Background: an optimization exercise with open tools, aiming at small area and a short achievable clock period. Do not read the settings as production practice.
Function was checked by simulation only, so behaviour that the tests miss may differ from the original.
Power is estimated from default activity; no workload was simulated.

==> flow/design.v <==
package ej32_pkg;
    typedef enum logic [1:0] {
        OP_NOP  = 2'b00,
        OP_PUSH = 2'b01,
        OP_POP  = 2'b10,
        OP_PICK = 2'b11
    } stack_ops;
    localparam int EJ32_DEPTH = 64;
    localparam int EJ32_DSZ   = 32;
endpackage
module ej32_stack_rf
#(
    parameter int DEPTH = ej32_pkg::EJ32_DEPTH,
    parameter int DSZ   = ej32_pkg::EJ32_DSZ
) (
    input  logic                clk,
    input  logic [DEPTH-2:0]    i_wsel,
    input  logic [DEPTH-2:0]    i_wkeep,
    input  logic [DSZ-1:0]      i_wdata,
    input  logic [3:0][7:0]     i_rpos,     
    output logic [7:0][DSZ-1:0] o_grp
);
    logic [7:0][7:0][DSZ-1:0] w_row;       
    for (genvar i = 0; i < DEPTH-1; i++) begin : g_row
        logic [DSZ-1:0] r_row;
        always_ff @(posedge clk) begin
            r_row <= ({DSZ{i_wsel[i]}} & i_wdata) | ({DSZ{i_wkeep[i]}} & r_row);
        end
        assign w_row[i/8][i%8] = r_row;
    end
    assign w_row[7][7] = '0;
    for (genvar g = 0; g < 8; g++) begin : g_grp
        ej32_sel_or #(.N(8), .DSZ(DSZ)) u_pos (
            .i_sel  (i_rpos[g/2]),
            .i_data (w_row[g]),
            .o_data (o_grp[g])
        );
    end
endmodule
module ej32_sel_or
#(
    parameter int N   = 8,
    parameter int DSZ = ej32_pkg::EJ32_DSZ
) (
    input  logic [N-1:0]          i_sel,
    input  logic [N-1:0][DSZ-1:0] i_data,
    output logic [DSZ-1:0]        o_data
);
    always_comb begin
        o_data = '0;
        for (int k = 0; k < N; k++) begin
            o_data = o_data | ({DSZ{i_sel[k]}} & i_data[k]);
        end
    end
endmodule
module ej32_sel_or_x
#(
    parameter int N   = 8,
    parameter int DSZ = ej32_pkg::EJ32_DSZ
) (
    input  logic [N-1:0]          i_sel,
    input  logic [N-1:0][DSZ-1:0] i_data,
    input  logic [DSZ-1:0]        i_extra,
    output logic [DSZ-1:0]        o_data
);
    always_comb begin
        o_data = i_extra;
        for (int k = 0; k < N; k++) begin
            o_data = o_data | ({DSZ{i_sel[k]}} & i_data[k]);
        end
    end
endmodule
module ej32_rot8 (
    input  logic [7:0] i_oh,
    input  logic [7:0] i_reg,
    output logic [7:0] o_rot
);
    always_comb begin
        for (int j = 0; j < 8; j++) begin
            o_rot[j] = 1'b0;
            for (int k = 0; k < 8; k++) begin
                o_rot[j] = o_rot[j] | (i_oh[k] & i_reg[(k+j)%8]);
            end
        end
    end
endmodule
module ej32_dstack
#(
    parameter int DEPTH = ej32_pkg::EJ32_DEPTH,
    parameter int DSZ   = ej32_pkg::EJ32_DSZ
) (
    input  logic                     clk,
    input  logic                     rst,
    input  logic [1:0]               op,
    input  logic [DSZ-1:0]           vi,
    output logic [DSZ-1:0]           s,
    output logic [$clog2(DEPTH):0]   sp,
    output logic                     empty,
    output logic                     full,
    output logic                     ovf,
    output logic                     udf
);
    localparam int AW = $clog2(DEPTH);
    logic [DSZ-1:0] r_tos;
    logic [AW:0]    r_sp;
    logic [7:0]     r_lo;        
    logic [7:0]     r_lo_le;     
    logic [7:0]     r_hi;        
    logic [7:0]     r_hi_le;     
    logic           r_empty;     
    logic           r_ovf;
    logic           r_udf;
    logic           w_push, w_pop, w_pick;
    logic [AW-1:0]  w_n;
    logic [7:0]     w_b_oh, w_a_oh;    
    logic [3:0][7:0] w_rpos;     
    logic [7:0]     w_rhi0, w_rhi;
    logic           w_borrow, w_agt, w_aeq;
    logic [DEPTH-2:0] w_wsel;
    logic [DEPTH-2:0] w_wkeep;
    logic [7:0][DSZ-1:0] w_grp;
    logic [7:0]     w_tsel;
    logic [DSZ-1:0] w_tother;
    logic [DSZ-1:0] w_tos_nxt;
    logic           w_pick_bad;
    logic           w_pick0;
    logic           w_load_vi, w_load_rf, w_inc, w_dec;
    assign w_push  = (op == ej32_pkg::OP_PUSH);
    assign w_pop   = (op == ej32_pkg::OP_POP);
    assign w_pick  = (op == ej32_pkg::OP_PICK);
    assign w_n     = vi[AW-1:0];
    always_comb begin
        for (int k = 0; k < 8; k++) begin
            w_b_oh[k] = op[0] ? (w_n[2:0] == 3'(k)) : (k == 1);
            w_a_oh[k] = op[0] ? (w_n[5:3] == 3'(k)) : (k == 0);
        end
        w_borrow = 1'b0;
        w_agt    = 1'b0;
        w_aeq    = 1'b0;
        for (int j = 0; j < 8; j++) begin
            w_rhi0[j] = 1'b0;
            for (int k = 0; k < 8; k++) begin
                w_rhi0[j] = w_rhi0[j] | (w_a_oh[k] & r_hi[(k+j)%8]);
            end
            w_borrow = w_borrow | (w_b_oh[j] & ~r_lo_le[j]);
            w_agt    = w_agt    | (w_a_oh[j] & ~r_hi_le[j]);
            w_aeq    = w_aeq    | (w_a_oh[j] & r_hi[j]);
        end
        for (int j = 0; j < 8; j++) begin
            w_rhi[j] = w_borrow ? w_rhi0[(j+1)%8] : w_rhi0[j];
        end
    end
    for (genvar c = 0; c < 4; c++) begin : g_rpos
        ej32_rot8 u_rot (
            .i_oh  (w_b_oh),
            .i_reg (r_lo),
            .o_rot (w_rpos[c])
        );
    end
    always_comb begin
        for (int i = 0; i < DEPTH-1; i++) begin
            w_wsel[i]  = r_hi[i/8] & r_lo[i%8];
            w_wkeep[i] = (r_sp[AW-1:0] != AW'(i+1));
        end
    end
    ej32_stack_rf #(
        .DEPTH (DEPTH),
        .DSZ   (DSZ)
    ) u_rf (
        .clk     (clk),
        .i_wsel  (w_wsel),
        .i_wkeep (w_wkeep),
        .i_wdata (r_tos),
        .i_rpos  (w_rpos),
        .o_grp   (w_grp)
    );
    assign w_pick_bad = r_empty || w_agt || (w_aeq && w_borrow);
    assign w_pick0    = (w_n == '0);
    assign w_load_vi  = w_push && !r_sp[AW];
    assign w_load_rf  = (w_pop && !r_empty) || (w_pick && !w_pick_bad && !r_sp[AW] && !w_pick0);
    assign w_inc      = (w_push && !r_sp[AW]) || (w_pick && !w_pick_bad && !r_sp[AW]);
    assign w_dec      = w_pop && !r_empty;
    always_comb begin
        for (int g = 0; g < 8; g++) begin
            w_tsel[g] = w_load_rf & w_rhi[g];
        end
        w_tother = ({DSZ{w_load_vi}} & vi) | ({DSZ{!w_load_vi && !w_load_rf}} & r_tos);
    end
    ej32_sel_or_x #(.N(8), .DSZ(DSZ)) u_tos (
        .i_sel   (w_tsel),
        .i_data  (w_grp),
        .i_extra (w_tother),
        .o_data  (w_tos_nxt)
    );
    always_ff @(posedge clk or posedge rst) begin
        if (rst) begin
            r_tos   <= '0;
            r_sp    <= '0;
            r_lo    <= 8'h80;
            r_lo_le <= 8'hff;
            r_hi    <= 8'h80;
            r_hi_le <= 8'hff;
            r_empty <= 1'b1;
            r_ovf   <= 1'b0;
            r_udf   <= 1'b0;
        end else begin
            r_tos <= w_tos_nxt;
            if (w_inc) begin
                r_sp    <= r_sp + 1'b1;
                r_lo    <= {r_lo[6:0], r_lo[7]};
                r_lo_le <= r_lo[7] ? 8'h01 : {r_lo_le[6:0], 1'b1};
                if (r_lo[7]) begin
                    r_hi    <= {r_hi[6:0], r_hi[7]};
                    r_hi_le <= r_hi[7] ? 8'h01 : {r_hi_le[6:0], 1'b1};
                end
                r_empty <= 1'b0;
            end else if (w_dec) begin
                r_sp    <= r_sp - 1'b1;
                r_lo    <= {r_lo[0], r_lo[7:1]};
                r_lo_le <= r_lo[0] ? 8'hff : {1'b0, r_lo_le[7:1]};
                if (r_lo[0]) begin
                    r_hi    <= {r_hi[0], r_hi[7:1]};
                    r_hi_le <= r_hi[0] ? 8'hff : {1'b0, r_hi_le[7:1]};
                end
                r_empty <= (r_sp == (AW+1)'(1));
            end
            if (op[0] && r_sp[AW])                            r_ovf <= 1'b1;
            if ((w_pop && r_empty) || (w_pick && w_pick_bad)) r_udf <= 1'b1;
        end
    end
    assign s     = r_tos;
    assign sp    = r_sp;
    assign empty = r_empty;
    assign full  = r_sp[AW];
    assign ovf   = r_ovf;
    assign udf   = r_udf;
endmodule
==> flow/flow/run.sh <==
#!/bin/bash
# The standard layout, except that the port buffers are plain buffers (buf_4, which the
# resizer may then size within the buf family) rather than the flow's default delay buffers.
# make's full output goes to make.log here; each ORFS step also keeps its own log under orfs/logs.
set -euo pipefail
bash standard.sh BUFFER_PORTS_ARGS="-buffer_cell sky130_fd_sc_hd__buf_4" finish > make.log 2>&1
==> flow/standard.sh <==
#!/bin/bash
# synth_recipe.tcl (not shown) runs the flow's synth.tcl, then flattens the netlist and writes it again
# the make line also repeats each setting of config.mk as NAME=value (left out here)
make -C /OpenROAD-flow-scripts/flow DESIGN_CONFIG=/design/flow/config.mk WORK_HOME=/design/flow/orfs CLKGATE_MAP_FILE= SYNTH_SCRIPT=/design/flow/synth_recipe.tcl "${@:-finish}"
==> flow/config.mk <==
export PLATFORM = sky130hd
export DESIGN_NAME = ej32_dstack
export DESIGN_NICKNAME = ej32_dstack
export VERILOG_FILES = /design/flow/design.v
export SDC_FILE = /design/flow/constraint.sdc
export NUM_CORES = 4
export LEC_CHECK = 0
export CAP_MARGIN = 20
export CORE_MARGIN = 2
export CORE_UTILIZATION = 40
export CTS_CLUSTER_DIAMETER = 80
export CTS_CLUSTER_SIZE = 22
export SETUP_SLACK_MARGIN = 2.3
export SLEW_MARGIN = 20
export SYNTH_HIERARCHICAL = 1
==> flow/constraint.sdc <==
create_clock -name core_clock -period 5.0 [get_ports {clk}]
set_input_delay 1.0000 -clock core_clock [delete_from_list [all_inputs] [get_ports {clk}]]
set_output_delay 1.0000 -clock core_clock [all_outputs]
set_load 0.01 [all_outputs]
==> results of run 1 <==
-- per-module statistics from Yosys, one instance, submodules excluded, excerpt --
module / copies in the design / cells / area [um^2] / flops+latches
ej32_dstack: 1 / 686 / 5470 / 74
ej32_rot8: 4 / 56 / 464 / 0
-- logic make-up (layout without fill, tap and decap cells) --
kind of cell,after synthesis,after routing
flip-flops,2090,2090
multiplexers,30,30
adder cells (fa/ha/maj),5,5
other,1,52
XOR/XNOR,5,5
buffers and inverters,964,863
AO/OA/AOI/OAI,3432,3432
AND/OR/NAND/NOR,674,680
-- area by class of cell --
cell class / instances / area, um^2
Clock buffer: 129 / 2900
Inverter: 12 / 48.8
Multi-Input combinational cell: 4184 / 34800
Timing Repair Buffer: 695 / 8410
Fill cell: 18300 / 112000
Antenna cell: 20 / 50.0
Clock inverter: 27 / 350
Sequential cell: 2090 / 42400
Tap cell: 2688 / 3360
-- worst max-delay path: stages --
cell	delay, ns
buf_12	0.10
nand2b_4	0.21
nor2_4	0.10
buf_4	0.15
a22oi_2	0.20
nand4_1	0.24
buf_12	0.22
buf_12	0.16
a22oi_2	0.16
nand4_1	0.30
a222oi_1	1.03
nand3_1	0.18
-- how the worst min path moves through the flow --
stage	to	slack (ns)	cells past startpoint
after floorplan	u_rf.g_row[62].r_row[30]	0.44	1
after global placement	r_udf	0.44	1
after detailed placement	r_ovf	0.45	1
after CTS	r_ovf	0.33	3
after global routing	r_ovf	0.34	3
final	r_ovf	0.29	3
-- power groups by stage --
stage	sequential (mW)	combinational [mW]	clock (mW)
after CTS	28.7	31.6	10.1
after global placement	29.2	27.8	0
after floorplan	27.3	19.5	0
after global routing	29.8	35.0	10.7
final	29.3	34.4	10.1
after detailed placement	29.3	28.1	0
-- registers in the layout, indices dropped and copies added (netlist names) --
signal	count
r_ovf	1
r_udf	1
r_empty	1
r_tos	32
r_lo_le	8
u_rf.g_row.r_row	2016
r_sp	7
r_lo	8
r_hi_le	8
r_hi	8
-- per-layer routing --
| metal | track usage, % | up-vias |
|---|---|---|
| met4 | 18.5 | 18 |
| met3 | 10.6 | 1116 |
| met1 | 41.9 | 35500 |
| met2 | 45.8 | 5664 |
| met5 | 0.253 | - |
| li1 | - | 28300 |
-- Yosys cell counts, types with 7 or more instances --
master / n / share of area (%)
a21oi_1: 43 / 0.26
a221o_1: 9 / 0.11
a221oi_2: 30 / 0.55
a222oi_1: 32 / 0.39
a22o_1: 2049 / 22
a22oi_1: 1144 / 10
a22oi_2: 8 / 0.12
and2_1: 75 / 0.57
and3_1: 10 / 0.076
buf_2: 523 / 3.2
buf_6: 363 / 5.0
clkbuf_1: 58 / 0.27
dfrtp_1: 55 / 1.7
dfstp_2: 19 / 0.61
dfxtp_1: 2016 / 49
inv_1: 12 / 0.055
mux2_2: 7 / 0.096
mux2i_1: 22 / 0.27
nand2_1: 136 / 0.62
nand2b_1: 13 / 0.099
nand3_1: 55 / 0.34
nand4_1: 289 / 2.2
nor2_1: 33 / 0.15
nor2b_1: 18 / 0.14
nor3_1: 11 / 0.067
o21ai_0: 58 / 0.35
o221a_2: 9 / 0.12
or3_1: 16 / 0.12
-- repair_timing --
item | in CTS | in global routing
resized for setup | 280 | 230
pin swaps | 95 | 166
endpoints found under the setup margin | 283 | 113
cloned | 47 | 25
buffers inserted | 152 | 60
==> reports/metrics.cfg, run 1 <==
[final_layout]
design_area_um2 = 92300
fin_util_pct = 45.2
final_cell_mix = a22o_1, dfxtp_1, a22oi_1
stdcell_count = 9845
area_growth_pct = 12.5
drive_gt1_share_pct = 17.8
fin_nets = 7135
final_common_cell = a22o_1

[route]
first_pass_iters = 10
vias = 70600
routed-wl-met2_um = 150000
antenna_left = 0
viasPerCell = 7.17
routedWlPerCell_um = 36.7
route.detailed.drc = 0
top_layer = met5
wl_met1_um = 137000
dr_wl_met3_um = 49400
wl_um = 361000
drtIter0Drc = 11600

[grt]
track_usage_pct = 32.0
overflow = 0
grt_pass1_vias = 64600
antenna_found_initial = 17
grt_start_max_net_pins = 75
grt_pass1_wl_um = 496000

[yosys]
postSynthAreaPerCell_um2 = 11.4
synth_mux_area_share_pct = 0.392
synthAdderAreaFrac_pct = 0.0763
synth_cell_type_count = 69
yosys_warnings = 11
ys_async_sr_fraction_pct = 3.54
synth_seq_area_share_pct = 51.5
synth_top_family_by_area = compound AO/OA/AOI/OAI gates
synth_compound_area_share_pct = 34.8
synth_flop_cell = dfxtp_1
yosys.area_share.simple_pct = 4.60
synth_xor_area_share_pct = 0.0534
ys_ff_latch = 2090
synth_edf_count = 0
netlist_instances = 7201
syn-cell-area_um2 = 82000

[die]
start_util_pct = 40.2
fp.dieW_um = 457
boundaryPins = 79
die_h_um = 457
die-area_um2 = 209000
num_rows = 166
design.core.area_um2 = 204000

[sta]
worst_slew_pin_slew_ns = 1.21
fin_ws_ns = 1.56
skew_ns = 0.0483
rsz0062_at_grt = yes
relSlewSlack_pct = 19.1
whs_ns = 0.286
min_period_over_period_pct = 68.8
hold_viol = 0
finalSetupTns_ns = 0
setup_viol = 0
fmax_mhz = 291
fin_crit_ns = 3.44
slew_viol_final = 0

[power_and_ir_drop]
design_power_total_mw = 73.9
p_leak_nw = 42.1
p_sw_mw = 31.7
power_density_nw_per_um2 = 801
power.internal_mw = 42.2
switching_share_pct = 42.9
seq_power_share_pct = 39.6
combPwrFrac_pct = 46.6
clock_power_share_pct = 13.7
vdd_drop_max_mv = 0.361

[cts]
cts_sinks = 2090
cts.path.max_buffers = 3
cts_tree = done
htree_levels = 3
root_buffer = clkbuf_16
cts_buffers = 111
cts.clk_slew.worst_paths_ns = 0.09
ctsHoldBuffers = 0
insertion_delay_ns = 0.79

[place]
dpl.hpwl_um = 189000
routabilityCongestion = 0.955
placedInstanceArea_um2 = 82900
dp_cells = 9385
port_buffers = 78
pre_cts_slack_ns = 0.411

[setup_path]
critPathKind = primary input to register
cp-endpoint = r_tos[28]
cp-start-kind = primary input
crit_required_ns = 5.62
critPathLaunch = vi[0]
path_max_fanout = 10
reg2reg_to = r_tos[28]
rr_worst_depth = 9
regToRegSetupSlack_ns = 1.57
cp-end-kind = register
r2r-start = r_lo[2]
worstPathArrival_ns = 4.06

[run_status]
status = timing/DRC/antenna clean

[job]
max-cap-violations = 0

[hold_path]
hold_class = primary input to async pin

==> run 2: changes to the inputs <==
--- a/flow/design.v
+++ b/flow/design.v
@@ -55,10 +55,8 @@
 endmodule
-module ej32_sel_or_x
-#(
-    parameter int N   = 8,
+module ej32_or_n
+#(
+    parameter int N   = 2,
     parameter int DSZ = ej32_pkg::EJ32_DSZ
 ) (
-    input  logic [N-1:0]          i_sel,
     input  logic [N-1:0][DSZ-1:0] i_data,
-    input  logic [DSZ-1:0]        i_extra,
     output logic [DSZ-1:0]        o_data
@@ -66,5 +64,5 @@
     always_comb begin
-        o_data = i_extra;
+        o_data = '0;
         for (int k = 0; k < N; k++) begin
-            o_data = o_data | ({DSZ{i_sel[k]}} & i_data[k]);
+            o_data = o_data | i_data[k];
         end
@@ -104,2 +102,3 @@
     logic [DSZ-1:0] r_tos;
+    logic [DSZ-1:0] r_tos_w;     
     logic [AW:0]    r_sp;
@@ -123,2 +122,3 @@
     logic [DSZ-1:0] w_tother;
+    logic [DSZ-1:0] w_rd;
     logic [DSZ-1:0] w_tos_nxt;
@@ -172,3 +172,3 @@
         .i_wkeep (w_wkeep),
-        .i_wdata (r_tos),
+        .i_wdata (r_tos_w),
         .i_rpos  (w_rpos),
@@ -188,8 +188,14 @@
     end
-    ej32_sel_or_x #(.N(8), .DSZ(DSZ)) u_tos (
-        .i_sel   (w_tsel),
-        .i_data  (w_grp),
-        .i_extra (w_tother),
-        .o_data  (w_tos_nxt)
+    ej32_sel_or #(.N(8), .DSZ(DSZ)) u_rd (
+        .i_sel  (w_tsel),
+        .i_data (w_grp),
+        .o_data (w_rd)
     );
+    ej32_or_n #(.N(2), .DSZ(DSZ)) u_tos (
+        .i_data ({w_rd, w_tother}),
+        .o_data (w_tos_nxt)
+    );
+    always_ff @(posedge clk) begin
+        r_tos_w <= w_tos_nxt;
+    end
     always_ff @(posedge clk or posedge rst) begin
==> run 2 against run 1 <==
  * Final area is 0.15% higher
  * Sequential share of layout area is 0.58 points higher
  * Clock skew is 0.0014 ns lower
  * Core utilization is 0.068 points lower
  * Critical path depth is 5 higher
  * Count of clock-buffer cells in the layout is 11 higher
  * Fmax is 1.9% higher
  * Via count is 0.15% lower
  * Worst setup slack better by 0.063 ns
  * Final cell count is 0.39% higher
  * Critical path type unchanged
  * Largest power group is now registers
==> reports/metrics.cfg, run 2 <==
[final_layout]
final_cell_mix = a22o_1, dfxtp_1, a22oi_1
area_growth_pct = 11.9
final_common_cell = a22o_1
regMostFlops = u_rf.g_row.r_row
reg_top3 = u_rf.g_row.r_row (2016), r_tos (32), r_tos_w (32)
drive_gt1_share_pct = 17.2  ; -0.56 points
largest_reg_flops = 2016  ; unchanged
fin_nets = 7178  ; +0.60%

[cts]
cts_tree = done
cts.path.max_buffers = 3  ; unchanged
ctsHoldBuffers = 0  ; unchanged
insertion_delay_ns = 0.84  ; +0.05 ns
htree_levels = 3  ; unchanged
root_buffer = clkbuf_16
cts_sinks = 2122  ; +1.5%
cts_buffers = 113  ; +1.8%
cts.clk_slew.worst_paths_ns = 0.10  ; about the same

[route]
routedWlPerCell_um = 35.5  ; -3.1%
wl_um = 351000  ; -2.7%
drtIter0Drc = 11000  ; -5.4%
route.detailed.drc = 0  ; unchanged
first_pass_iters = 7  ; -3
antenna_left = 0  ; unchanged
vias = 70500  ; -0.15%
viasPerCell = 7.13  ; -0.53%

[yosys]
yosys_warnings = 11  ; unchanged
synth_edf_count = 0  ; unchanged
yosysTopAreaCellShare_pct = 49.7  ; +0.46 points
synth_common_cells = a22o_1, dfxtp_1, a22oi_1
postSynthAreaPerCell_um2 = 11.4  ; +0.51%
yosys.area.top_type = dfxtp_1
netlist_instances = 7211  ; +0.14%
ys_ff_latch = 2122  ; +1.5%
synth_seq_area_share_pct = 51.9  ; +0.44 points
synth_cell_type_count = 69  ; unchanged
synth_flop_cell = dfxtp_1
ys_async_sr_fraction_pct = 3.49  ; -0.053 points
synth.area.top_cells = dfxtp_1, a22o_1, a22oi_1, buf_6, buf_2
syn-cell-area_um2 = 82500  ; +0.65%

[power_and_ir_drop]
switching_share_pct = 30.9  ; -12 points
vdd_drop_max_mv = 0.371  ; +2.8%
power_density_nw_per_um2 = 351  ; -56%
power.internal_mw = 22.4  ; -47%
p_sw_mw = 10.0  ; -68%
combPwrFrac_pct = 12.7  ; -34 points
seq_power_share_pct = 55.8  ; +16 points
clock_power_share_pct = 31.5  ; +18 points
design_power_total_mw = 32.4  ; -56%
p_leak_nw = 33.8  ; -20%

[place]
dpl.hpwl_um = 188000  ; -0.78%
routabilityCongestion = 0.953  ; -0.18%
port_buffers = 78  ; unchanged

[grt]
antenna_found_initial = 25  ; +8
track_usage_pct = 31.6  ; -0.43 points
overflow = 0  ; unchanged
grt_pass1_vias = 65900  ; +1.9%
grt_start_max_net_pins = 65  ; -13%
grt_pass1_wl_um = 493000  ; -0.48%

[sta]
rsz0062_at_grt = yes
setup_viol = 0  ; unchanged
skew_ns = 0.0469  ; -0.00142 ns
slew_viol_final = 0  ; unchanged
fmax_mhz = 296  ; +1.9%
finalSetupTns_ns = 0  ; unchanged
hold_viol = 0  ; unchanged
min_period_over_period_pct = 67.6  ; -1.3 points
whs_ns = 0.365  ; +0.0787 ns
relSlewSlack_pct = 19.8  ; +0.66 points
fin_crit_ns = 3.38  ; -0.0626 ns
worst_slew_pin_slew_ns = 1.20  ; -0.00986 ns

[die]
design.core.area_um2 = 205000  ; +0.31%
die-area_um2 = 210000  ; +0.64%
num_rows = 166  ; unchanged
start_util_pct = 40.3  ; +0.14 points
boundaryPins = 79  ; unchanged
fp.dieW_um = 458  ; +0.32%
die_h_um = 458  ; +0.32%

[setup_path]
path_max_fanout = 7  ; -3
crit_required_ns = 5.72  ; +0.10 ns
worstPathArrival_ns = 4.10  ; +0.04 ns
cp-start-kind = primary input
cp-end-kind = register
critPathKind = primary input to register

[hold_path]
hold_class = primary input to async pin

[job]
max-cap-violations = 0  ; unchanged

[run_status]
status = timing/DRC/antenna clean

-- run 2: critical path: stages --
cell      delay, ns
buf_12         0.11
nand2b_4       0.16
buf_12         0.11
nor3_4         0.08
buf_4          0.17
a22oi_2        0.16
nand4_1        0.17
buf_12         0.19
buf_6          0.12
buf_12         0.13
buf_8          0.12
a22oi_2        0.13
nand4_1        0.24
a22oi_2        0.67
buf_4          0.22
nand4_1        0.06
or2_1          0.23
-- run 2: path summary, 6_finish.rpt --
kind	from	slack [ns]	cells after the start	endpoint
max in group asynchronous	rst	3.71	3	r_lo_le[6]
max reg2reg	r_lo[3]	1.65	13	r_tos[7]
min	rst	0.36	2	r_tos[31]
max	vi[0]	1.62	17	r_tos[7]
min in group core_clock	u_rf.g_row[19].r_row[18]	0.48	1	u_rf.g_row[19].r_row[18]
min reg2reg	u_rf.g_row[19].r_row[18]	0.48	1	u_rf.g_row[19].r_row[18]
-- run 2: logic make-up after synthesis --
logic type / after synthesis / synth area share, %
compound gates: 3443 / 34.5
xor+xnor: 3 / 0.0318
fa+ha+maj: 5 / 0.0758
buf+inv: 960 / 8.50
flops: 2122 / 51.9
mux: 21 / 0.264
other cells: 1 / 0.00454
simple gates: 656 / 4.64
-- run 2: per-module statistics from Yosys, one instance, submodules excluded, a selection --
module       flops+latches  cell area, um^2  times used
ej32_dstack            106             5970           1
ej32_rot8                0              464           4
-- run 2: final cells by class --
| type | count | area (um^2) |
|---|---|---|
| Antenna cell | 10 | 25.0 |
| Fill cell | 18700 | 112000 |
| Inverter | 6 | 27.5 |
| Sequential cell | 2122 | 43000 |
| Clock buffer | 140 | 3020 |
| Timing Repair Buffer | 731 | 8460 |
| Tap cell | 2688 | 3360 |
| Clock inverter | 23 | 254 |
| Multi-Input combinational cell | 4163 | 34300 |
-- run 2: power by group through the flow --
stage	registers, mW	clock network [mW]	logic [mW]
6_report	18.1	10.2	4.12
5_1_grt	18.1	10.9	4.12
4_1_cts	18.0	10.2	3.80
3_5_place_dp	18.4	0	3.58
3_3_place_gp	18.4	0	3.53
2_1_floorplan	17.6	0	3.04
-- run 2: metrics by stage --
step                      util, %  area, um^2  cells  setup WS [ns]
after floorplan                 -       82900   7242           1.56
after global placement       40.7       83300   9416          0.103
after detailed placement     40.7       83300   9416         0.0554
after CTS                    44.3       90800   9812           1.82
after global routing         45.1       92400   9877           1.68
final                        45.1       92400   9883           1.62
-- run 2: timing repair --
item	CTS	global route
cloned	40	15
buffers inserted	193	46
setup endpoints to repair	101	87
pin swaps	131	148
gates resized for setup	278	178
-- run 2: routing by layer --
metal / share of wire [%] / up-vias / GRT usage [%]
met2: 42 / 5579 / 45.1
met3: 13 / 1204 / 10.4
met1: 38 / 35200 / 40.9
li1: - / 28500 / -
met4: 7.3 / 26 / 20.0
met5: 0.058 / - / 0
==> run 3: changes to the inputs <==
--- a/flow/config.mk
+++ b/flow/config.mk
@@ -9,3 +9,3 @@
 export CORE_MARGIN = 2
-export CORE_UTILIZATION = 40
+export CORE_UTILIZATION = 55
 export CTS_CLUSTER_DIAMETER = 80
==> run 3 against run 2 <==
  * Still clean on timing, DRC and antenna
  * Fmax decreased by 8.3%
  * Worst setup slack worse by 0.31 ns
  * Via count down 0.89%
  * Critical path depth down 2
  * Final area shrank 2.7%
  * Sequential share of layout area up 1.3 points
  * Non-clock buffer count is 144 lower
  * Count of clock-buffer cells in the layout grew 2
  * Clock skew is 0.013 ns lower
  * Register-to-register slack got worse by 0.30 ns
  * Flip-flop and latch count unchanged
  * Critical path type unchanged
  * Largest power group unchanged
  * Highest routed layer unchanged
==> reports/metrics.cfg, run 3 <==
[die]
die_h_um = 391  ; -15%
die-area_um2 = 153000  ; -27%
fp.dieW_um = 391  ; -15%
design.core.area_um2 = 149000  ; -27%
start_util_pct = 55.2  ; +15 points
num_rows = 142  ; -14%
boundaryPins = 79  ; unchanged

[yosys]
syn-cell-area_um2 = 82500  ; unchanged
synth_top_family_by_area = compound AO/OA/AOI/OAI gates
netlist_instances = 7211  ; unchanged
synth_compound_area_share_pct = 34.5  ; unchanged
yosys.area.top_type = dfxtp_1
ys_async_sr_fraction_pct = 3.49  ; unchanged
postSynthAreaPerCell_um2 = 11.4  ; unchanged
synth_seq_area_share_pct = 51.9  ; unchanged
synth_xor_area_share_pct = 0.0318  ; unchanged
synth_edf_count = 0  ; unchanged
synthAdderAreaFrac_pct = 0.0758  ; unchanged
yosys.area_share.simple_pct = 4.64  ; unchanged
synth_flop_cell = dfxtp_1
ys_ff_latch = 2122  ; unchanged
synth_common_cells = a22o_1, dfxtp_1, a22oi_1
yosysTopAreaCellShare_pct = 49.7  ; unchanged
synth_cell_type_count = 69  ; unchanged
synth.area.top_cells = dfxtp_1, a22o_1, a22oi_1, buf_6, buf_2
synth_mux_area_share_pct = 0.264  ; unchanged
yosys_warnings = 11  ; unchanged

[route]
wl_um = 351000  ; -0.11%
first_pass_iters = 9  ; +2
routedWlPerCell_um = 38.7  ; +8.8%
route.detailed.drc = 0  ; unchanged
vias = 69900  ; -0.89%
drtIter0Drc = 11200  ; +2.0%
antenna_left = 0  ; unchanged
viasPerCell = 7.70  ; +8.0%

[place]
dpl.hpwl_um = 184000  ; -2.3%
pre_cts_slack_ns = 0.172  ; +0.117 ns
placedInstanceArea_um2 = 82000  ; -1.6%
port_buffers = 78  ; unchanged
routabilityCongestion = 1.01  ; +6.4%

[cts]
cts.path.max_buffers = 3  ; unchanged
cts_buffers = 114  ; +0.88%
cts.clk_slew.worst_paths_ns = 0.10  ; about the same
cts_tree = done
root_buffer = clkbuf_16
ctsHoldBuffers = 0  ; unchanged
cts_sinks = 2122  ; unchanged
insertion_delay_ns = 0.80  ; -0.04 ns
htree_levels = 3  ; unchanged

[grt]
antenna_found_initial = 17  ; -32%
grt_pass1_wl_um = 489000  ; -0.93%
busiest_layer = met2
use_met2_pct = 60.7  ; +16 points
met1_usage_pct = 58.2  ; +17 points
grt_start_max_net_pins = 65  ; unchanged
track_usage_pct = 43.7  ; +12 points
grtUsageMet3_pct = 17.1  ; +6.7 points
overflow = 0  ; unchanged
grt_pass1_vias = 64400  ; -2.3%

[setup_path]
cp-end-kind = register
critPathKind = primary input to register
cp_cell_sequence = buf_12, nand2b_4, nor2_2, buf_12, a22oi_1, nand4_1, buf_4, buf_12, buf_16, a22oi_2, nand4_1, a22oi_2, buf_4, nand4_1, or2_1
critical_path.max_stage_delay_ns = 0.58  ; -0.09 ns
cp_slowest_cell = a22oi_2
cp-start-kind = primary input
crit_required_ns = 5.69  ; -0.03 ns
worstPathArrival_ns = 4.37  ; +0.27 ns
path_max_fanout = 32  ; +25

[sta]
hold_viol = 0  ; unchanged
min_period_over_period_pct = 73.7  ; +6.1 points
skew_ns = 0.0339  ; -0.0130 ns
setup_viol = 0  ; unchanged
slew_viol_final = 0  ; unchanged
fin_ws_ns = 1.31  ; -0.306 ns
fin_crit_ns = 3.69  ; +0.306 ns
relSlewSlack_pct = 18.2  ; -1.6 points
finalSetupTns_ns = 0  ; unchanged
worst_slew_pin_slew_ns = 1.23  ; +0.0234 ns
rsz0062_at_grt = yes
fmax_mhz = 271  ; -8.3%
whs_ns = 0.232  ; -0.133 ns

[run_status]
status = timing/DRC/antenna clean

[final_layout]
final_common_cell = a22o_1
fin_nets = 7034  ; -2.0%
reg_top3 = u_rf.g_row.r_row (2016), r_tos (32), r_tos_w (32)
final_cell_mix = a22o_1, dfxtp_1, a22oi_1
design_area_um2 = 89900  ; -2.7%
largest_reg_flops = 2016  ; unchanged
area_growth_pct = 8.92
drive_gt1_share_pct = 15.5  ; -1.6 points
regMostFlops = u_rf.g_row.r_row
fin_util_pct = 60.2  ; +15 points

[power_and_ir_drop]
power_density_nw_per_um2 = 365  ; +3.9%
p_leak_nw = 32.9  ; -2.6%
vdd_drop_max_mv = 0.287  ; -23%

[job]
max-cap-violations = 0  ; unchanged

[hold_path]
hold_class = primary input to async pin

==> run 3: cell counts after synthesis <==
Identical to the previous run, type by type.
==> run 3: cell families after synthesis <==
kind of cell             Yosys count
buffers and inverters            960
multiplexers                      21
flip-flops                      2122
adder cells (fa/ha/maj)            5
AND/OR/NAND/NOR                  656
AO/OA/AOI/OAI                   3443
other                              1
XOR/XNOR                           3
==> run 3: modules after synthesis (local to each module, per instance), excerpt <==
module | copies in the design | flip-flops and latches | cell area [um^2] | cells
ej32_rot8 | 4 | 0 | 464 | 56
ej32_dstack | 1 | 106 | 5970 | 664
==> run 3: area by class of cell <==
| cell class | instances | area [um^2] |
|---|---|---|
| Inverter | 6 | 26.3 |
| Tap cell | 2016 | 2520 |
| Fill cell | 12100 | 59500 |
| Sequential cell | 2122 | 42900 |
| Clock inverter | 32 | 439 |
| Timing Repair Buffer | 587 | 6650 |
| Antenna cell | 5 | 12.5 |
| Clock buffer | 142 | 3130 |
| Multi-Input combinational cell | 4162 | 34200 |
==> run 3: final timing paths <==
| path | startpoint | endpoint | slack, ns | depth (start not counted) |
|---|---|---|---|---|
| min in group core_clock | u_rf.g_row[53].r_row[30] | u_rf.g_row[53].r_row[30] | 0.48 | 1 |
| max in group asynchronous | rst | r_tos[27] | 3.83 | 4 |
| min | rst | r_lo[6] | 0.23 | 2 |
| max | op[0] | r_tos[22] | 1.31 | 15 |
| min reg2reg | u_rf.g_row[53].r_row[30] | u_rf.g_row[53].r_row[30] | 0.48 | 1 |
| max reg2reg | r_lo[2] | r_tos[22] | 1.35 | 12 |
==> run 3: where the power goes <==
| group | internal [mW] | switching (mW) | total, mW |
|---|---|---|---|
| Sequential | 17.1 | 0.862 | 18.0 |
| Clock | 4.79 | 5.88 | 10.7 |
| Combinational | 0.870 | 3.28 | 4.15 |
==> run 3: metrics by stage <==
stage / cells / power (mW)
6_report: 9072 / 32.8
5_1_grt: 9067 / 33.4
4_1_cts: 9022 / 32.4
3_5_place_dp: 8695 / 22.0
3_3_place_gp: 8695 / 22.0
2_1_floorplan: 7242 / 20.7
==> run 3: repair_timing <==
action	4_1_cts	5_1_grt
buffers inserted	110	32
gates resized for setup	278	121
setup endpoints to repair	214	209
pin swaps	125	107
gates cloned	43	12
hold endpoints to repair	0	0
==> run 3: worst max-delay path: cells and delay by family <==
family | cells | cell delay (ns)
AOI/OAI and AO/OA | 3 | 0.97
and+or+nand+nor | 6 | 1.31
buffers and inverters | 6 | 1.05
==> run 3: layer usage <==
metal | wire, um | share of wire (%)
met3 | 51900 | 15
met5 | 560 | 0.16
met2 | 141000 | 40
met4 | 21600 | 6.2
met1 | 136000 | 39
==> run 4: changes to the inputs <==
--- a/flow/config.mk
+++ b/flow/config.mk
@@ -9,3 +9,3 @@
 export CORE_MARGIN = 2
-export CORE_UTILIZATION = 55
+export CORE_UTILIZATION = 45
 export CTS_CLUSTER_DIAMETER = 80
==> run 4 against run 3 <==
  * Final area up 2.5%
  * Core utilization down 9.7 points
  * Die area up 22%
  * Critical endpoint is now r_tos[29]
  * Still clean on timing, DRC and antenna
  * Final cell count up 6.0%
==> reports/metrics.cfg, run 4 <==
[run_status]
status = timing/DRC/antenna clean

[place]
dpl.hpwl_um = 185000  ; +0.65%
port_buffers = 78  ; unchanged
routabilityCongestion = 1.02  ; +0.33%

[yosys]
postSynthAreaPerCell_um2 = 11.4  ; unchanged
synth_xor_area_share_pct = 0.0318  ; unchanged
ys_async_sr_fraction_pct = 3.49  ; unchanged
yosysTopAreaCellShare_pct = 49.7  ; unchanged
synth_common_cells = a22o_1, dfxtp_1, a22oi_1
synth_cell_type_count = 69  ; unchanged
synth.area.top_cells = dfxtp_1, a22o_1, a22oi_1, buf_6, buf_2
yosys_warnings = 11  ; unchanged
synth_edf_count = 0  ; unchanged
yosys.area.top_type = dfxtp_1
ys_ff_latch = 2122  ; unchanged
synth_flop_cell = dfxtp_1
synth_compound_area_share_pct = 34.5  ; unchanged
synthAdderAreaFrac_pct = 0.0758  ; unchanged
syn-cell-area_um2 = 82500  ; unchanged
netlist_instances = 7211  ; unchanged
synth_mux_area_share_pct = 0.264  ; unchanged
yosys.area_share.simple_pct = 4.64  ; unchanged
synth_top_family_by_area = compound AO/OA/AOI/OAI gates
synth_seq_area_share_pct = 51.9  ; unchanged

[power_and_ir_drop]
p_leak_nw = 33.9  ; +3.0%
clock_power_share_pct = 31.9  ; -0.6 points
combPwrFrac_pct = 12.9  ; +0.3 points
vdd_drop_max_mv = 0.319  ; +11%
p_sw_mw = 10.1  ; +0.37%
power_density_nw_per_um2 = 355  ; -2.6%
seq_power_share_pct = 55.2  ; +0.4 points
power.internal_mw = 22.7  ; -0.34%
switching_share_pct = 30.7  ; +0.15 points

[grt]
grt_pass1_wl_um = 479000  ; -2.0%
grt_pass1_vias = 64400  ; +0.059%
track_usage_pct = 34.6  ; -9.1 points
antenna_found_initial = 23  ; +6
grt_start_max_net_pins = 65  ; unchanged
overflow = 0  ; unchanged

[cts]
insertion_delay_ns = 0.84  ; +0.04 ns
cts_tree = done
cts_buffers = 113  ; -0.88%
cts.clk_slew.worst_paths_ns = 0.09  ; about the same
ctsHoldBuffers = 0  ; unchanged
cts.path.max_buffers = 3  ; unchanged
htree_levels = 3  ; unchanged
cts_sinks = 2122  ; unchanged
root_buffer = clkbuf_16

[job]
max-cap-violations = 0  ; unchanged

[sta]
whs_ns = 0.282  ; +0.0505 ns
skew_ns = 0.0575  ; +0.0236 ns
slew_viol_final = 0  ; unchanged
finalSetupTns_ns = 0  ; unchanged
rsz0062_at_grt = yes
min_period_over_period_pct = 69.5  ; -4.2 points
hold_viol = 0  ; unchanged
setup_viol = 0  ; unchanged
worst_slew_pin_slew_ns = 1.19  ; -0.0407 ns
fmax_mhz = 288  ; +6.0%
fin_crit_ns = 3.48  ; -0.209 ns
relSlewSlack_pct = 20.9  ; +2.7 points

[route]
routedWlPerCell_um = 36.6  ; -5.3%
antenna_left = 0  ; unchanged
first_pass_iters = 8  ; -1
viasPerCell = 7.34  ; -4.7%
routed-wl-met2_um = 145000  ; +2.7%
drtIter0Drc = 11300  ; +0.71%
route.detailed.drc = 0  ; unchanged
dr_wl_met3_um = 46900  ; -9.6%
top_layer = met5
vias = 70600  ; +0.98%
wl_met1_um = 138000  ; +1.9%
wl_um = 352000  ; +0.37%

[final_layout]
final_common_cell = a22o_1
largest_reg_flops = 2016  ; unchanged
fin_util_pct = 50.5  ; -9.7 points
area_growth_pct = 11.7
regMostFlops = u_rf.g_row.r_row
drive_gt1_share_pct = 18.1  ; +2.5 points
fin_nets = 7213  ; +2.5%
final_cell_mix = a22o_1, dfxtp_1, a22oi_1
reg_top3 = u_rf.g_row.r_row (2016), r_tos (32), r_tos_w (32)

[setup_path]
cp-start-kind = register
crit_required_ns = 5.72  ; +0.03 ns
worstPathArrival_ns = 4.20  ; -0.17 ns
regToRegSetupSlack_ns = 1.52  ; +0.17 ns
cp-end-kind = register
critPathKind = register to register
path_max_fanout = 32  ; unchanged

[hold_path]
hold_class = primary input to async pin

[die]
die_h_um = 432  ; +10%
die-area_um2 = 187000  ; +22%
fp.dieW_um = 432  ; +10%
boundaryPins = 79  ; unchanged
start_util_pct = 45.2  ; -10 points
design.core.area_um2 = 183000  ; +22%
num_rows = 157  ; +11%

[run 4: cell counts after synthesis]
Identical to the previous run, type by type.
[run 4: what timing repair did]
| action | in CTS | in global routing |
|---|---|---|
| setup endpoints to repair | 331 | 153 |
| gates cloned | 27 | 36 |
| resized for setup | 236 | 250 |
| pin swaps | 107 | 194 |
| setup buffers | 131 | 132 |
[run 4: final timing paths]
check | from | end | cells past startpoint
hold reg to reg | u_rf.g_row[9].r_row[17] | u_rf.g_row[9].r_row[17] | 1
setup / recovery | r_lo[5] | r_tos[29] | 10
hold / removal | rst | r_tos[31] | 2
min in group core_clock | u_rf.g_row[9].r_row[17] | u_rf.g_row[9].r_row[17] | 1
setup reg to reg | r_lo[5] | r_tos[29] | 10
max in group asynchronous | rst | r_tos[3] | 3
[run 4: worst max-delay path, cell delays in order (launching register included)]
cell and delay, ns:
dfrtp_4 0.57, buf_12 0.17, a22oi_2 0.20, nand4_1 0.31, buf_12 0.27, buf_12 0.18, a22oi_1 0.18, nand4_1 0.24
a22oi_2 0.67, nand4_1 0.27, or2_1 0.30
[run 4: power groups by stage]
stage | registers [mW] | logic (mW) | clock network, mW
after floorplan | 17.6 | 3.04 | 0
after global placement | 18.4 | 3.59 | 0
after detailed placement | 18.4 | 3.63 | 0
after CTS | 18.0 | 3.89 | 10.5
after global routing | 18.1 | 4.23 | 11.1
final | 18.1 | 4.23 | 10.5
[run 4: modules after synthesis (local to each module, per instance), excerpt]
module / times used / cells inside
ej32_dstack: 1 / 664
ej32_rot8: 4 / 56
[run 4: layer usage]
layer | up-vias | GRT usage (%)
li1 | 28500 | -
met1 | 35500 | 47.5
met2 | 5518 | 49.1
met3 | 996 | 9.57
met4 | 24 | 18.3
met5 | - | 0
[run 4: final cells by class]
cell class	instances	area [um^2]
Sequential cell	2122	43000
Inverter	6	26.3
Timing Repair Buffer	767	8400
Multi-Input combinational cell	4162	34400
Tap cell	2385	2980
Fill cell	15900	90500
Antenna cell	9	22.5
Clock buffer	136	3000
Clock inverter	27	379
[run 4: through the flow]
stage                     worst slack, ns  total power, mW  std cells  cell area (um^2)
after floorplan                      1.56             20.7       7242             82900
after global placement              0.245             22.0       9115             82900
after detailed placement            0.251             22.0       9116             82900
after CTS                            1.78             32.4       9437             89300
after global routing                 1.62             33.3       9606             92200
final                                1.52             32.8       9614             92200
[run 4: logic make-up (layout without fill, tap and decap cells)]
| kind of cell | Yosys count | count (layout) |
|---|---|---|
| other cells | 1 | 41 |
| xor+xnor | 3 | 3 |
| simple gates | 656 | 658 |
| buf+inv | 960 | 936 |
| flops | 2122 | 2122 |
| fa+ha+maj | 5 | 5 |
| compound gates | 3443 | 3443 |
| mux | 21 | 21 |
==> run 5: changes to the inputs <==
--- a/flow/config.mk
+++ b/flow/config.mk
@@ -9,6 +9,6 @@
 export CORE_MARGIN = 2
-export CORE_UTILIZATION = 45
+export CORE_UTILIZATION = 40
 export CTS_CLUSTER_DIAMETER = 80
 export CTS_CLUSTER_SIZE = 22
-export SETUP_SLACK_MARGIN = 2.3
+export SETUP_SLACK_MARGIN = 1.8
 export SLEW_MARGIN = 20
==> run 5 against run 4 <==
  * Still clean on timing, DRC and antenna
  * Final cell count rose by 2.3%
  * Count of clock-buffer cells in the layout rose by 3
  * Die area up 12%
  * Final area is 1.0% lower
  * Core utilization down 5.9 points
  * Synthesized cell count unchanged
  * Combinational power is 2% higher
  * Non-clock buffer count shrank 71
  * First-iteration DRC count grew 0.48%
  * Area after synthesis did not move
  * Power decreased by 1.2%
  * Critical path type unchanged
  * Largest cell class unchanged
  * Highest routed layer unchanged
==> reports/metrics.cfg, run 5 <==
[place]
dp_cells = 9350  ; +2.6%
dpl.hpwl_um = 182000  ; -1.4%
routabilityCongestion = 0.951  ; -6.6%
port_buffers = 78  ; unchanged

[cts]
cts.clk_slew.worst_paths_ns = 0.10  ; about the same
ctsHoldBuffers = 0  ; unchanged
cts_tree = done
htree_levels = 3  ; unchanged
root_buffer = clkbuf_16
insertion_delay_ns = 0.82  ; -0.02 ns
cts_buffers = 109  ; -3.5%
cts_sinks = 2122  ; unchanged
cts.path.max_buffers = 3  ; unchanged

[setup_path]
critPathKind = register to register
worstPathArrival_ns = 4.22  ; +0.02 ns
rr_worst_depth = 13  ; +3
cp-start-kind = register
cp-end-kind = register
crit_required_ns = 5.67  ; -0.05 ns
path_max_fanout = 16  ; -50%

[power_and_ir_drop]
power_density_nw_per_um2 = 355  ; -0.15%
switching_share_pct = 30.7  ; about the same
p_leak_nw = 33.4  ; -1.6%
clock_power_share_pct = 31.1  ; -0.8 points
power.internal_mw = 22.4  ; -1.2%
combPwrFrac_pct = 13.3  ; +0.4 points
p_sw_mw = 9.95  ; -1.1%
vdd_drop_max_mv = 0.330  ; +3.2%
seq_power_share_pct = 55.6  ; +0.4 points

[yosys]
postSynthAreaPerCell_um2 = 11.4  ; unchanged
synth_edf_count = 0  ; unchanged
synth.area.top_cells = dfxtp_1, a22o_1, a22oi_1, buf_6, buf_2
synth_flop_cell = dfxtp_1
syn-cell-area_um2 = 82500  ; unchanged
ys_ff_latch = 2122  ; unchanged
yosysTopAreaCellShare_pct = 49.7  ; unchanged
synth_seq_area_share_pct = 51.9  ; unchanged
ys_async_sr_fraction_pct = 3.49  ; unchanged
yosys_warnings = 11  ; unchanged
synth_common_cells = a22o_1, dfxtp_1, a22oi_1
netlist_instances = 7211  ; unchanged
yosys.area.top_type = dfxtp_1
synth_cell_type_count = 69  ; unchanged

[sta]
hold_viol = 0  ; unchanged
rsz0062_at_grt = yes
setup_viol = 0  ; unchanged
skew_ns = 0.0502  ; -0.00728 ns
fin_crit_ns = 3.55  ; +0.0742 ns
min_period_over_period_pct = 71.0  ; +1.5 points
worst_slew_pin_slew_ns = 1.09  ; -0.101 ns
slew_viol_final = 0  ; unchanged
fmax_mhz = 282  ; -2.1%
relSlewSlack_pct = 27.6  ; +6.7 points
whs_ns = 0.281  ; -0.00141 ns

[die]
fp.dieW_um = 458  ; +6.0%
die-area_um2 = 210000  ; +12%
design.core.area_um2 = 205000  ; +12%
die_h_um = 458  ; +6.0%
start_util_pct = 40.3  ; -4.9 points
boundaryPins = 79  ; unchanged
num_rows = 166  ; +5.7%

[hold_path]
hold_class = primary input to async pin

[grt]
grt_pass1_vias = 64400  ; +0.056%
track_usage_pct = 30.9  ; -3.6 points
grt_pass1_wl_um = 484000  ; +1.1%
overflow = 0  ; unchanged
antenna_found_initial = 12  ; -48%
grt_start_max_net_pins = 65  ; unchanged

[route]
wl_um = 353000  ; +0.30%
route.detailed.drc = 0  ; unchanged
viasPerCell = 7.14  ; -2.7%
antenna_left = 0  ; unchanged
vias = 70200  ; -0.51%
first_pass_iters = 9  ; +1
drtIter0Drc = 11300  ; +0.48%
routedWlPerCell_um = 35.9  ; -1.9%

[final_layout]
final_cell_mix = a22o_1, dfxtp_1, a22oi_1
reg_top3 = u_rf.g_row.r_row (2016), r_tos (32), r_tos_w (32)
largest_reg_flops = 2016  ; unchanged
fin_nets = 7141  ; -1.0%
stdcell_count = 9834  ; +2.3%
final_common_cell = a22o_1
regMostFlops = u_rf.g_row.r_row
area_growth_pct = 10.5
drive_gt1_share_pct = 16.2  ; -1.9 points

[job]
max-cap-violations = 0  ; unchanged

[run_status]
status = timing/DRC/antenna clean

==> run 5: path summary, 6_finish.rpt <==
path,from,slack [ns],endpoint
max in group asynchronous,rst,3.41,r_tos[6]
min reg2reg,u_rf.g_row[36].r_row[30],0.48,u_rf.g_row[36].r_row[30]
min,rst,0.28,r_lo[2]
max,r_lo_le[0],1.45,r_tos[2]
max reg2reg,r_lo_le[0],1.45,r_tos[2]
min in group core_clock,u_rf.g_row[36].r_row[30],0.48,u_rf.g_row[36].r_row[30]
==> run 5: repair_timing <==
action / 4_1_cts / 5_1_grt
setup endpoints to repair: 77 / 64
gates cloned: 40 / 32
setup buffers: 146 / 108
gates resized for setup: 184 / 199
pin swaps: 79 / 127
==> run 5: stage by stage <==
| stage | setup TNS (ns) | worst slack [ns] | area [um^2] | power (mW) | util (%) |
|---|---|---|---|---|---|
| 4_1_cts | 0 | 1.68 | 89000 | 32.0 | 43.4 |
| 6_report | 0 | 1.45 | 91200 | 32.4 | 44.5 |
| 2_1_floorplan | 0 | 1.54 | 82900 | 20.7 | - |
| 5_1_grt | 0 | 1.48 | 91200 | 32.9 | 44.5 |
| 3_3_place_gp | -2.40 | -0.245 | 82500 | 22.0 | 40.3 |
| 3_5_place_dp | -2.63 | -0.262 | 82600 | 22.0 | 40.3 |
==> run 5: layout make-up <==
class                   instances  area (um^2)
fillers                     18600       114000
clock buffers                 139         2960
repair buffers                696         7580
well taps                    2688         3360
inverters                       6         30.0
flip-flops and latches       2122        43000
multi-input cells            4165        34100
diodes                          6         15.0
clock inverters                12          179
==> run 5: cell families after synthesis <==
group                    count (synthesis)  synth area share (%)
AO/OA/AOI/OAI                         3443                  34.5
flip-flops                            2122                  51.9
buffers and inverters                  960                  8.50
AND/OR/NAND/NOR                        656                  4.64
multiplexers                            21                 0.264
adder cells (fa/ha/maj)                  5                0.0758
XOR/XNOR                                 3                0.0318
other                                    1               0.00454
==> run 5: per-module statistics from Yosys, one instance, submodules excluded, excerpt <==
module       cells inside  copies in the design  cell area, um^2
ej32_rot8              56                     4              464
ej32_dstack           664                     1             5970
==> run 5: worst max-delay path, cell delays in order (launching register included) <==
cell	delay, ns
dfstp_2	0.39
or3_4	0.38
a211oi_4	0.29
or4_4	0.24
a211oi_4	0.09
a21oi_4	0.25
buf_12	0.17
buf_4	0.12
nor3_4	0.04
buf_12	0.15
buf_12	0.16
a22oi_2	0.67
nand4_1	0.16
or2_1	0.27
==> run 5: layer usage <==
metal | global-route usage, % | vias up | routed length, um
met4 | 19.9 | 16 | 26600
li1 | - | 28400 | -
met2 | 45.0 | 5456 | 147000
met5 | 0 | - | 102
met3 | 8.16 | 1079 | 44700
met1 | 40.5 | 35300 | 134000
==> run 5: power by group through the flow <==
| stage | combinational [mW] | clock (mW) | sequential (mW) |
|---|---|---|---|
| after detailed placement | 3.67 | 0 | 18.3 |
| after global routing | 4.31 | 10.6 | 18.0 |
| after CTS | 3.96 | 10.1 | 17.9 |
| final | 4.30 | 10.1 | 18.0 |
| after global placement | 3.63 | 0 | 18.3 |
| after floorplan | 3.04 | 0 | 17.6 |

==> afterwards: timing with drivers on the ports <==
No port has a modelled driver above. Below, the same layouts with a new extraction and two added sets of constraints.
Step 1: set_driving_cell puts a clkbuf_16 on clk and a buf_2 on each other input, an assumption about the parent block.
Step 2 also shifts input and output timing later by t, the mid clock arrival at the registers, as if the neighbouring blocks saw the same clock.
a / b / c = ideal ports / drivers / drivers and shift; a / b = the first two.
run	shift t [ns]	slack for setup (ns)	worst setup path at the end	worst data-port slew with drivers (ns)	pins driven straight from the clock port
run 1	0.865	1.558 / 1.574 / 0.714	input to register	0.08	1
run 2	0.916	1.621 / 1.581 / 0.665	input to register	0.14	1
run 3	0.871	1.315 / 1.224 / 0.354	input to register	0.21	1
run 4	0.903	1.524 / 1.444 / 0.542	input to register	0.35	1
run 5	0.895	1.449 / 1.378 / 0.483	input to register	0.26	1
After both steps every run listed still meets setup and hold. The setup slack of run 4, which loses most, moves by -0.080 ns with the drivers and by -0.982 ns with both steps.
